Context: an optimization exercise on an open-source flow, tuned for a short achievable clock period and few clock cycles. The choices shown serve that exercise and are no tape-out recipe. Only simulation tests tie the RTL to the original design; equivalence was not proved. No activity file was given, so power comes from the tool's default toggle rates.

==> design/flow/design.v <==
`default_nettype none
package cpu_pkg;
    typedef logic [31:0] word_t;      
    typedef logic [31:0] addr_t;      
    typedef logic [4:0]  reg_idx_t;   
    typedef enum logic [2:0] {
        ALU_ADD,   
        ALU_SUB,   
        ALU_AND,
        ALU_OR,
        ALU_SLT,   
        ALU_ORU    
    } alu_op_t;
    typedef enum logic [1:0] {PC_SEQ, PC_BRANCH, PC_JUMP} pc_src_t;
    typedef enum logic [1:0] {FWD_REG, FWD_MEM, FWD_WB} fwd_sel_t;
    localparam logic [5:0] OP_RTYPE = 6'h00;
    localparam logic [5:0] OP_J     = 6'h02;
    localparam logic [5:0] OP_BEQ   = 6'h04;
    localparam logic [5:0] OP_BNE   = 6'h05;
    localparam logic [5:0] OP_ADDIU = 6'h09;
    localparam logic [5:0] OP_ORI   = 6'h0d;
    localparam logic [5:0] OP_LW    = 6'h23;
    localparam logic [5:0] OP_SW    = 6'h2b;
    localparam logic [5:0] FN_ADDU = 6'h21;
    localparam logic [5:0] FN_SUBU = 6'h23;
    localparam logic [5:0] FN_AND  = 6'h24;
    localparam logic [5:0] FN_OR   = 6'h25;
    localparam logic [5:0] FN_SLT  = 6'h2a;
    localparam addr_t    RESET_PC = 32'h0000_0000;   
    localparam addr_t    PC_STEP  = 32'd4;
    localparam reg_idx_t REG_ZERO = 5'd0;
    function automatic logic [31:0] fwd_mux(input logic [1:0] sel, input logic [31:0] reg_val,
                                            input logic [31:0] mem_val, input logic [31:0] wb_val);
        case (sel)
            FWD_MEM: fwd_mux = mem_val;   
            FWD_WB:  fwd_mux = wb_val;    
            default: fwd_mux = reg_val;
        endcase
    endfunction
endpackage
`default_nettype wire
`default_nettype none
import cpu_pkg::*;
module fetch_stage (
    input  logic    clock,
    input  logic    rst_n,
    input  logic    stall,
    input  cpu_pkg::pc_src_t pc_src,
    input  cpu_pkg::addr_t   branch_target,
    input  cpu_pkg::addr_t   jump_target,
    output cpu_pkg::addr_t   fetch_address,
    input  cpu_pkg::word_t   instruction,
    output cpu_pkg::word_t   id_instruction,
    output cpu_pkg::addr_t   id_pc_plus4
);
    cpu_pkg::addr_t pc;         
    cpu_pkg::addr_t pc_plus4;   
    cpu_pkg::addr_t next_pc;    
    assign fetch_address = pc;
    assign pc_plus4      = pc + PC_STEP;
    always_comb begin
        case (pc_src)
            PC_BRANCH: next_pc = branch_target;   
            PC_JUMP:   next_pc = jump_target;     
            default:   next_pc = pc_plus4;
        endcase
    end
    always_ff @(posedge clock or negedge rst_n) begin
        if (!rst_n) begin
            pc             <= RESET_PC;
            id_instruction <= '0;   
            id_pc_plus4    <= '0;
        end else if (!stall) begin
            pc             <= next_pc;
            id_instruction <= instruction;   
            id_pc_plus4    <= pc_plus4;
        end
    end
endmodule
`default_nettype wire
`default_nettype none
import cpu_pkg::*;
module control_unit (
    input  cpu_pkg::word_t   instruction,
    input  logic    operands_equal,
    output cpu_pkg::pc_src_t pc_src,
    output cpu_pkg::alu_op_t alu_op,
    output logic    alu_src,
    output logic    reg_dst,
    output logic    sign_extend,
    output logic    mem_read,
    output logic    mem_write,
    output logic    mem_to_reg,
    output logic    reg_write,
    output logic    uses_rs,
    output logic    uses_rt,
    output logic    is_branch
);
    logic [5:0] opcode;
    logic [5:0] funct;
    assign opcode = instruction[31:26];
    assign funct  = instruction[5:0];
    always_comb begin
        pc_src      = PC_SEQ;   
        alu_op      = ALU_ADD;
        alu_src     = 1'b0;
        reg_dst     = 1'b0;
        sign_extend = 1'b0;
        mem_read    = 1'b0;
        mem_write   = 1'b0;
        mem_to_reg  = 1'b0;
        reg_write   = 1'b0;
        uses_rs     = 1'b0;
        uses_rt     = 1'b0;
        is_branch   = 1'b0;
        case (opcode)
            OP_RTYPE: begin
                reg_dst = 1'b1;   
                uses_rs = 1'b1;
                uses_rt = 1'b1;
                reg_write = 1'b1;
                case (funct)
                    FN_ADDU: alu_op = ALU_ADD;
                    FN_SUBU: alu_op = ALU_SUB;
                    FN_AND:  alu_op = ALU_AND;
                    FN_OR:   alu_op = ALU_OR;
                    FN_SLT:  alu_op = ALU_SLT;
                    default: begin
                        reg_write = 1'b0;   
                        uses_rs   = 1'b0;
                        uses_rt   = 1'b0;
                    end
                endcase
            end
            OP_ADDIU, OP_LW, OP_SW: begin
                alu_src     = 1'b1;   
                sign_extend = 1'b1;
                uses_rs     = 1'b1;
                mem_read    = (opcode == OP_LW);
                mem_to_reg  = (opcode == OP_LW);
                mem_write   = (opcode == OP_SW);
                uses_rt     = (opcode == OP_SW);   
                reg_write   = (opcode != OP_SW);
            end
            OP_ORI: begin
                alu_op    = ALU_ORU;   
                alu_src   = 1'b1;
                uses_rs   = 1'b1;
                reg_write = 1'b1;
            end
            OP_BEQ, OP_BNE: begin
                is_branch = 1'b1;
                uses_rs   = 1'b1;
                uses_rt   = 1'b1;
                if (operands_equal == (opcode == OP_BEQ)) pc_src = PC_BRANCH;
            end
            OP_J:    pc_src = PC_JUMP;
            default: ;   
        endcase
    end
endmodule
`default_nettype wire
`default_nettype none
import cpu_pkg::*;
module register_file (
    input  logic     clock,
    input  logic     rst_n,
    input  cpu_pkg::reg_idx_t read_rs,
    input  cpu_pkg::reg_idx_t read_rt,
    output cpu_pkg::word_t    rs_data,
    output cpu_pkg::word_t    rt_data,
    input  cpu_pkg::reg_idx_t write_idx,
    input  cpu_pkg::word_t    write_data,
    input  logic     write_en
);
    cpu_pkg::word_t regs [1:31];   
    function automatic cpu_pkg::word_t read_port(input cpu_pkg::reg_idx_t idx);
        if (idx == REG_ZERO) read_port = '0;
        else if (write_en && write_idx == idx) read_port = write_data;
        else read_port = regs[idx];
    endfunction
    always_comb begin
        rs_data = read_port(read_rs);
        rt_data = read_port(read_rt);
    end
    always_ff @(posedge clock or negedge rst_n) begin
        if (!rst_n) begin
            for (int i = 1; i < 32; i++) begin
                regs[i] <= '0;
            end
        end else if (write_en && write_idx != REG_ZERO) begin
            regs[write_idx] <= write_data;   
        end
    end
endmodule
`default_nettype wire
`default_nettype none
import cpu_pkg::*;
module hazard_unit (
    input  cpu_pkg::reg_idx_t id_rs,
    input  cpu_pkg::reg_idx_t id_rt,
    input  logic     id_uses_rs,
    input  logic     id_uses_rt,
    input  logic     id_is_branch,
    input  cpu_pkg::reg_idx_t ex_rs,
    input  cpu_pkg::reg_idx_t ex_rt,
    input  cpu_pkg::reg_idx_t ex_dst,
    input  logic     ex_reg_write,
    input  logic     ex_mem_read,
    input  cpu_pkg::reg_idx_t mem_dst,
    input  logic     mem_reg_write,
    input  logic     mem_mem_read,
    input  cpu_pkg::reg_idx_t wb_dst,
    input  logic     wb_reg_write,
    output cpu_pkg::fwd_sel_t id_fwd_rs,
    output cpu_pkg::fwd_sel_t id_fwd_rt,
    output cpu_pkg::fwd_sel_t ex_fwd_rs,
    output cpu_pkg::fwd_sel_t ex_fwd_rt,
    output logic     stall
);
    logic mem_ok;   
    logic wb_ok;    
    logic ex_hit;   
    logic mem_hit;  
    assign mem_ok = mem_reg_write && !mem_mem_read && (mem_dst != REG_ZERO);
    assign wb_ok  = wb_reg_write && (wb_dst != REG_ZERO);
    assign id_fwd_rs = (mem_ok && mem_dst == id_rs) ? FWD_MEM :
                       (wb_ok && wb_dst == id_rs)   ? FWD_WB  : FWD_REG;
    assign id_fwd_rt = (mem_ok && mem_dst == id_rt) ? FWD_MEM :
                       (wb_ok && wb_dst == id_rt)   ? FWD_WB  : FWD_REG;
    assign ex_fwd_rs = (mem_ok && mem_dst == ex_rs) ? FWD_MEM :
                       (wb_ok && wb_dst == ex_rs)   ? FWD_WB  : FWD_REG;
    assign ex_fwd_rt = (mem_ok && mem_dst == ex_rt) ? FWD_MEM :
                       (wb_ok && wb_dst == ex_rt)   ? FWD_WB  : FWD_REG;
    assign ex_hit  = (ex_dst != REG_ZERO) &&
                     ((id_uses_rs && ex_dst == id_rs) || (id_uses_rt && ex_dst == id_rt));
    assign mem_hit = (mem_dst != REG_ZERO) &&
                     ((id_uses_rs && mem_dst == id_rs) || (id_uses_rt && mem_dst == id_rt));
    assign stall = (ex_mem_read && ex_hit)                      
                 | (id_is_branch && ex_reg_write && ex_hit)     
                 | (id_is_branch && mem_mem_read && mem_hit);   
endmodule
`default_nettype wire
`default_nettype none
import cpu_pkg::*;
module decode_stage (
    input  logic     clock,
    input  logic     rst_n,
    input  logic     stall,
    input  cpu_pkg::word_t    id_instruction,
    input  cpu_pkg::addr_t    id_pc_plus4,
    input  cpu_pkg::alu_op_t  alu_op,
    input  logic     alu_src,
    input  logic     reg_dst,
    input  logic     sign_extend,
    input  logic     mem_read,
    input  logic     mem_write,
    input  logic     mem_to_reg,
    input  logic     reg_write,
    input  cpu_pkg::word_t    rs_data,
    input  cpu_pkg::word_t    rt_data,
    input  cpu_pkg::fwd_sel_t id_fwd_rs,
    input  cpu_pkg::fwd_sel_t id_fwd_rt,
    input  cpu_pkg::word_t    mem_alu_result,
    input  cpu_pkg::word_t    wb_value,
    output logic     operands_equal,
    output cpu_pkg::addr_t    branch_target,
    output cpu_pkg::addr_t    jump_target,
    output cpu_pkg::reg_idx_t ex_rs,
    output cpu_pkg::reg_idx_t ex_rt,
    output cpu_pkg::reg_idx_t ex_dst,
    output cpu_pkg::word_t    ex_rs_data,
    output cpu_pkg::word_t    ex_rt_data,
    output cpu_pkg::word_t    ex_imm,
    output cpu_pkg::alu_op_t  ex_alu_op,
    output logic     ex_alu_src,
    output logic     ex_mem_read,
    output logic     ex_mem_write,
    output logic     ex_mem_to_reg,
    output logic     ex_reg_write
);
    cpu_pkg::word_t      rs_val;   
    cpu_pkg::word_t      rt_val;
    logic [15:0] imm16;
    cpu_pkg::word_t      imm_ext;
    assign rs_val = cpu_pkg::fwd_mux(id_fwd_rs, rs_data, mem_alu_result, wb_value);
    assign rt_val = cpu_pkg::fwd_mux(id_fwd_rt, rt_data, mem_alu_result, wb_value);
    assign operands_equal = (rs_val == rt_val);   
    assign imm16   = id_instruction[15:0];
    assign imm_ext = sign_extend ? {{16{imm16[15]}}, imm16} : {16'h0000, imm16};
    assign branch_target = id_pc_plus4 + {{14{imm16[15]}}, imm16, 2'b00};
    assign jump_target   = {id_pc_plus4[31:28], id_instruction[25:0], 2'b00};
    always_ff @(posedge clock or negedge rst_n) begin
        if (!rst_n) begin
            ex_alu_op     <= ALU_ADD;
            ex_alu_src    <= 1'b0;
            ex_mem_read   <= 1'b0;
            ex_mem_write  <= 1'b0;
            ex_mem_to_reg <= 1'b0;
            ex_reg_write  <= 1'b0;
        end else begin
            ex_alu_op     <= alu_op;
            ex_alu_src    <= alu_src;
            ex_mem_read   <= mem_read & ~stall;   
            ex_mem_write  <= mem_write & ~stall;
            ex_mem_to_reg <= mem_to_reg;
            ex_reg_write  <= reg_write & ~stall;
        end
    end
    always_ff @(posedge clock) begin
        ex_rs      <= id_instruction[25:21];
        ex_rt      <= id_instruction[20:16];
        ex_dst     <= reg_dst ? id_instruction[15:11] : id_instruction[20:16];   
        ex_rs_data <= rs_val;
        ex_rt_data <= rt_val;
        ex_imm     <= imm_ext;
    end
endmodule
`default_nettype wire
`default_nettype none
import cpu_pkg::*;
module execute_stage (
    input  logic     clock,
    input  logic     rst_n,
    input  cpu_pkg::reg_idx_t ex_dst,
    input  cpu_pkg::word_t    ex_rs_data,
    input  cpu_pkg::word_t    ex_rt_data,
    input  cpu_pkg::word_t    ex_imm,
    input  cpu_pkg::alu_op_t  ex_alu_op,
    input  logic     ex_alu_src,
    input  logic     ex_mem_read,
    input  logic     ex_mem_write,
    input  logic     ex_mem_to_reg,
    input  logic     ex_reg_write,
    input  cpu_pkg::fwd_sel_t ex_fwd_rs,
    input  cpu_pkg::fwd_sel_t ex_fwd_rt,
    input  cpu_pkg::word_t    wb_value,
    output cpu_pkg::word_t    mem_alu_result,
    output cpu_pkg::word_t    mem_store_data,
    output cpu_pkg::reg_idx_t mem_dst,
    output logic     mem_mem_read,
    output logic     mem_mem_write,
    output logic     mem_mem_to_reg,
    output logic     mem_reg_write
);
    cpu_pkg::word_t op_a;         
    cpu_pkg::word_t rt_val;       
    cpu_pkg::word_t op_b;         
    cpu_pkg::word_t alu_result;
    assign op_a   = cpu_pkg::fwd_mux(ex_fwd_rs, ex_rs_data, mem_alu_result, wb_value);
    assign rt_val = cpu_pkg::fwd_mux(ex_fwd_rt, ex_rt_data, mem_alu_result, wb_value);
    assign op_b   = ex_alu_src ? ex_imm : rt_val;
    always_comb begin
        case (ex_alu_op)
            ALU_SUB: alu_result = op_a - op_b;
            ALU_AND: alu_result = op_a & op_b;
            ALU_OR:  alu_result = op_a | op_b;
            ALU_SLT: alu_result = {31'd0, $signed(op_a) < $signed(op_b)};
            ALU_ORU: alu_result = op_a | {16'h0000, op_b[15:0]};
            default: alu_result = op_a + op_b;   
        endcase
    end
    always_ff @(posedge clock or negedge rst_n) begin
        if (!rst_n) begin
            mem_mem_read   <= 1'b0;
            mem_mem_write  <= 1'b0;
            mem_mem_to_reg <= 1'b0;
            mem_reg_write  <= 1'b0;
        end else begin
            mem_mem_read   <= ex_mem_read;
            mem_mem_write  <= ex_mem_write;
            mem_mem_to_reg <= ex_mem_to_reg;
            mem_reg_write  <= ex_reg_write;
        end
    end
    always_ff @(posedge clock) begin
        mem_alu_result <= alu_result;
        mem_store_data <= rt_val;
        mem_dst        <= ex_dst;
    end
endmodule
`default_nettype wire
`default_nettype none
import cpu_pkg::*;
module memory_writeback (
    input  logic     clock,
    input  logic     rst_n,
    input  cpu_pkg::word_t    mem_alu_result,
    input  cpu_pkg::word_t    mem_store_data,
    input  cpu_pkg::reg_idx_t mem_dst,
    input  logic     mem_mem_read,
    input  logic     mem_mem_write,
    input  logic     mem_mem_to_reg,
    input  logic     mem_reg_write,
    output cpu_pkg::addr_t    memory_address,
    output logic     memory_read,
    output logic     memory_write,
    output cpu_pkg::word_t    memory_write_data,
    input  cpu_pkg::word_t    memory_read_data,
    output cpu_pkg::reg_idx_t wb_dst,
    output cpu_pkg::word_t    wb_value,
    output logic     wb_reg_write
);
    logic  wb_mem_to_reg;
    cpu_pkg::word_t wb_alu_result;
    cpu_pkg::word_t wb_load_data;
    assign memory_address    = mem_alu_result;
    assign memory_read       = mem_mem_read;
    assign memory_write      = mem_mem_write;
    assign memory_write_data = mem_store_data;
    always_ff @(posedge clock or negedge rst_n) begin
        if (!rst_n) begin
            wb_reg_write  <= 1'b0;
            wb_mem_to_reg <= 1'b0;
        end else begin
            wb_reg_write  <= mem_reg_write;
            wb_mem_to_reg <= mem_mem_to_reg;
        end
    end
    always_ff @(posedge clock) begin
        wb_dst        <= mem_dst;
        wb_alu_result <= mem_alu_result;
        wb_load_data  <= memory_read_data;   
    end
    assign wb_value = wb_mem_to_reg ? wb_load_data : wb_alu_result;
endmodule
`default_nettype wire
`default_nettype none
import cpu_pkg::*;
module processor (
    input  logic  clock,
    input  logic  rst_n,
    output cpu_pkg::addr_t fetch_address,
    input  cpu_pkg::word_t instruction,
    output cpu_pkg::addr_t memory_address,
    output logic  memory_read,
    output logic  memory_write,
    output cpu_pkg::word_t memory_write_data,
    input  cpu_pkg::word_t memory_read_data
);
    cpu_pkg::word_t    id_instruction;
    cpu_pkg::addr_t    id_pc_plus4;
    cpu_pkg::addr_t    branch_target;
    cpu_pkg::addr_t    jump_target;
    cpu_pkg::pc_src_t  pc_src;
    logic     stall;
    cpu_pkg::alu_op_t  alu_op;
    logic     alu_src, reg_dst, sign_extend, mem_read, mem_write, mem_to_reg;
    logic     reg_write, uses_rs, uses_rt, is_branch, operands_equal;
    cpu_pkg::word_t    rs_data, rt_data;
    cpu_pkg::fwd_sel_t id_fwd_rs, id_fwd_rt, ex_fwd_rs, ex_fwd_rt;
    cpu_pkg::reg_idx_t ex_rs, ex_rt, ex_dst;
    cpu_pkg::word_t    ex_rs_data, ex_rt_data, ex_imm;
    cpu_pkg::alu_op_t  ex_alu_op;
    logic     ex_alu_src, ex_mem_read, ex_mem_write, ex_mem_to_reg, ex_reg_write;
    cpu_pkg::word_t    mem_alu_result, mem_store_data;
    cpu_pkg::reg_idx_t mem_dst, wb_dst;
    logic     mem_mem_read, mem_mem_write, mem_mem_to_reg, mem_reg_write;
    cpu_pkg::word_t    wb_value;
    logic     wb_reg_write;
    fetch_stage fetch_stage_inst (.*);
    control_unit control_unit_inst (.*, .instruction(id_instruction));
    register_file register_file_inst (
        .*,
        .read_rs    (id_instruction[25:21]),
        .read_rt    (id_instruction[20:16]),
        .write_idx  (wb_dst),
        .write_data (wb_value),
        .write_en   (wb_reg_write)
    );
    hazard_unit hazard_unit_inst (
        .*,
        .id_rs        (id_instruction[25:21]),
        .id_rt        (id_instruction[20:16]),
        .id_uses_rs   (uses_rs),
        .id_uses_rt   (uses_rt),
        .id_is_branch (is_branch)
    );
    decode_stage decode_stage_inst (.*);
    execute_stage execute_stage_inst (.*);
    memory_writeback memory_writeback_inst (.*);
endmodule
`default_nettype wire
==> design/flow/run.sh <==
#!/bin/bash
# synth_recipe.tcl (not shown) runs the flow's synth.tcl, then flattens the netlist and writes it again
# the make line also repeats each setting of config.mk as NAME=value (left out here)
make -C /OpenROAD-flow-scripts/flow DESIGN_CONFIG=/design/flow/config.mk WORK_HOME=/design/flow/orfs CLKGATE_MAP_FILE= SYNTH_SCRIPT=/design/flow/synth_recipe.tcl finish
==> design/flow/config.mk <==
export PLATFORM = sky130hd
export DESIGN_NAME = processor
export DESIGN_NICKNAME = processor
export VERILOG_FILES = /design/flow/design.v
export SDC_FILE = /design/flow/constraint.sdc
export NUM_CORES = 8
export LEC_CHECK = 0
export CAP_MARGIN = 20
export CORE_MARGIN = 2
export CORE_UTILIZATION = 40
export SLEW_MARGIN = 20
==> design/flow/constraint.sdc <==
create_clock -name core_clock -period 10.0 [get_ports {clock}]
set_input_delay 2.0000 -clock core_clock [delete_from_list [all_inputs] [get_ports {clock}]]
set_output_delay 2.0000 -clock core_clock [all_outputs]
set_load 0.01 [all_outputs]
==> impl_metrics.ini <==
[die]
start_util_pct = 40.2
die_w_microns = 419
ios = 164
num_rows = 152
die_area_sq_um = 176000
core_area_sq_um = 171000
fp.dieH_microns = 419

[sta]
timing.fmax_mhz = 114
hold_viol = 0
slew_headroom_pct = 11.2
period_minus_slack_ps = 8750
post-route-period-util_pct = 87.5
setup_tns_ps = 0
worst_pin_slew_ps = 1330
setup_viol = 0
setup_slack_ps = 1250
fin_worst_skew_ps = 41.1
grt_setup_unrepaired = no
final_max_slew_viol_count = 0

[synth]
synth_top_cell_area_share_pct = 40.0
ys_top_cells_by_area = dfrtp_1 (40%), dfxtp_1 (6.8%), a22oi_1 (6.5%)
netlist_instances = 7849
yosys.area_share.simple_pct = 17.6
synth_edf_count = 0
yosysUniqueCellTypes = 99
synth-compound-area-share_pct = 24.7
yosysMostFrequentCell = dfrtp_1
synth_seq_cells = 1336
yosys.area_share.adder_pct = 2.42
ys_top_cells_by_count = dfrtp_1 (1,102), nor2_1 (844), a21oi_1 (776)
yosys.area.top_type = dfrtp_1
synth_top_family_by_area = compound AO/OA/AOI/OAI gates
syn_area_sq_um = 69000
synth-xor-area-share_pct = 1.77
ys_warn_count = 7
postSynthAreaPerCell_sq_um = 8.78
synth_seq_area_share_pct = 46.8
synth_ff_type = dfrtp_1
synth_nets = 8046
synth_mux_area_share_pct = 1.66
ys_async_sr_fraction_pct = 82.5

[pwr]
ir_worst_vdd_mv = 0.174
p_leak_nw = 34.8
powerDensity_nw_per_um2 = 186

[clock_network]
clkLatencyLatePin_ps = 830
cts_tree = yes
cts_buffers = 153
root_buffer = clkbuf_16
cts_hold_buf = 0
clk_path_buf_depth = 3
post-cts-setup-buffers = 0
cts_resized = 0
clkTransAtPathRegs_ps = 60
clock_sinks = 1336
h-tree-depth = 4

[critical_path]
critPathTopFamily = simple AND/OR/NAND/NOR gates
critical_path_buf_inv_count = 3
crit_path_cell_trace = nand2b_1, nor2_4, buf_4, a2111oi_2, nand3_1, nor4_1, o21ai_0, xor2_1, or4_1, nor4_1, buf_4, a311oi_1, or2_1, ha_1, inv_1, nand2_1, a221oi_1, a221oi_1
crit_path_start_kind = flop
required_ps = 10650
endpoint_kind = flop
cp_max_fo = 43
cpPeakStageDelay_ps = 960
cp_data_arrival_time_ps = 9400
cpMaxStageDelayCell = dfrtp_2
critical_path_class = flop to flop

[flow_run]
max_cap_viol_count = 0

[min_path]
worstHoldPathType = flop to flop

[detailed_routing]
drt_pass1_iterations = 14
drc = 0
dr_total_vias = 70470
wirelength_mm = 384
drt-initial-drc-count = 13753
wl_per_cell_microns = 37.8
antenna_left = 0
vias_per_cell = 6.93

[placed_design]
gp_routability_congestion = 1.08
portBuffers = 163
pre_cts_ws_ps = 1700
dp_hpwl_mm = 254

[cells_and_area]
drive_gt1_share_pct = 9.95
largest-register = register_file_inst.regs
layout.nets = 7918
largest_register_ffs = 992
syn_to_final_growth_pct = 14.6

[global_routing]
grt.overflow.total = 0
first_global_vias = 64670
grt_pass1_wl_mm = 525
antenna_found_initial = 28
grt_max_degree = 167
grtUsageTotal_pct = 42.7

[run_status]
status = complete, no violations
cell usage in the layout (no fill, tap or decap), types with 21 or more instances in the layout:
master / netlist / routed
diode_2: 0 / 21
nor2_4: 0 / 62
nand3_1: 195 / 195
nand2b_1: 31 / 31
dfrtp_1: 1102 / 1093
o22ai_1: 30 / 30
clkbuf_16: 0 / 156
nor3_1: 62 / 52
nand4_1: 122 / 122
inv_1: 159 / 159
a22oi_1: 600 / 600
a2111oi_0: 103 / 103
a221oi_1: 80 / 80
clkbuf_8: 0 / 29
buf_4: 13 / 234
dfxtp_1: 234 / 234
mux2i_1: 59 / 27
mux2_2: 49 / 49
nor2_1: 844 / 773
nand3b_1: 25 / 25
o21bai_1: 21 / 21
mux2i_4: 0 / 32
xor2_1: 67 / 67
nor4_1: 67 / 43
nand2_1: 740 / 731
a21oi_1: 776 / 775
clkinv_2: 0 / 24
and3_1: 362 / 361
o21ai_0: 715 / 714
a21o_1: 42 / 42
ha_1: 128 / 128
o221ai_1: 34 / 34
o31ai_1: 23 / 23
a22o_1: 27 / 27
xnor2_1: 72 / 72
clkbuf_1: 503 / 23
o21a_1: 21 / 21
clkdlybuf4s50_1: 0 / 162
a31oi_1: 36 / 36
final timing paths:
check,startpoint,end,slack [ps],cells past startpoint
max,fetch_stage_inst.id_instruction[20],fetch_stage_inst.pc[22],1250,18
min,decode_stage_inst.ex_mem_to_reg,execute_stage_inst.mem_mem_to_reg,350,0
max reg2reg,fetch_stage_inst.id_instruction[20],fetch_stage_inst.pc[22],1250,18
min reg2reg,decode_stage_inst.ex_mem_to_reg,execute_stage_inst.mem_mem_to_reg,350,0
max in group asynchronous,rst_n,fetch_stage_inst.id_instruction[25],6500,3
min in group asynchronous,rst_n,register_file_inst.regs[17][14],1260,1
cells by family after synthesis:
group,after synthesis
DFF,1336
and+or+nand+nor,2589
buffers and inverters,851
xor gates and xnor gates,139
muxes,108
adders and majority gates,132
AOI/OAI and AO/OA,2694
final cells by class:
| type | count | area [sq um] |
|---|---|---|
| clock inverter | 66 | 761 |
| clock buffer | 208 | 4390 |
| sequential | 1336 | 32300 |
| timing repair buffer | 407 | 3580 |
| inverter | 161 | 604 |
| tap | 2310 | 2890 |
| fill | 16434 | 92300 |
| antenna | 21 | 52.6 |
| multi-input combinational | 5662 | 34500 |
metrics by stage:
stage	power, mW	area (sq um)	utilization (%)	hold WS [ps]	std cells
final	14.7	79100	46.1	350	10171
after floorplan	7.53	69000	-	326	7849
after global routing	15.1	79000	46.1	363	10154
after global placement	8.79	73700	43.0	336	9872
after CTS	14.6	78900	46.0	352	10147
after detailed placement	8.82	73700	43.0	339	9873
routing by layer:
layer	track usage, %	up-vias	part of all wire, %
met1	53.9	34290	37
li1	-	28323	-
met4	26.3	28	8.1
met3	18.3	1935	14
met5	0.417	-	0.15
met2	59.9	5894	40
where the power goes:
| group | internal [mW] | switching [mW] | leakage (nW) |
|---|---|---|---|
| registers | 5.79 | 0.588 | 17.0 |
| logic | 0.858 | 1.64 | 15.3 |
| clock network | 3.40 | 2.46 | 2.52 |
| total | 10.0 | 4.70 | 34.8 |
Testbench counts, summed over its fixed seeds: cycles 39,379.

## what the ideal ports hide
No port has a modelled driver above. Below, the same layout with a new extraction and two added sets of constraints. Step 1: set_driving_cell puts a clkbuf_16 on clock and a buf_2 on each other input, an assumption about the parent block. Step 2, shift: input delay + t, output delay - t, t = (earliest + latest rising clock arrival at the registers) / 2. This alone moves slack from input paths to output paths. Three values: ideal, step 1, step 2; two values: the first two.
t (ns): 0.891
setup WS [ns]: 1.249 / 1.249 / 1.249
latest minus earliest clock arrival (ns): 0.041 / 0.041
worst slew at a driven data input, ns: 0.12
After both steps this run still meets setup and hold. The setup slack of this run moves by 0.000 ns with the drivers and by 0.000 ns with both steps.
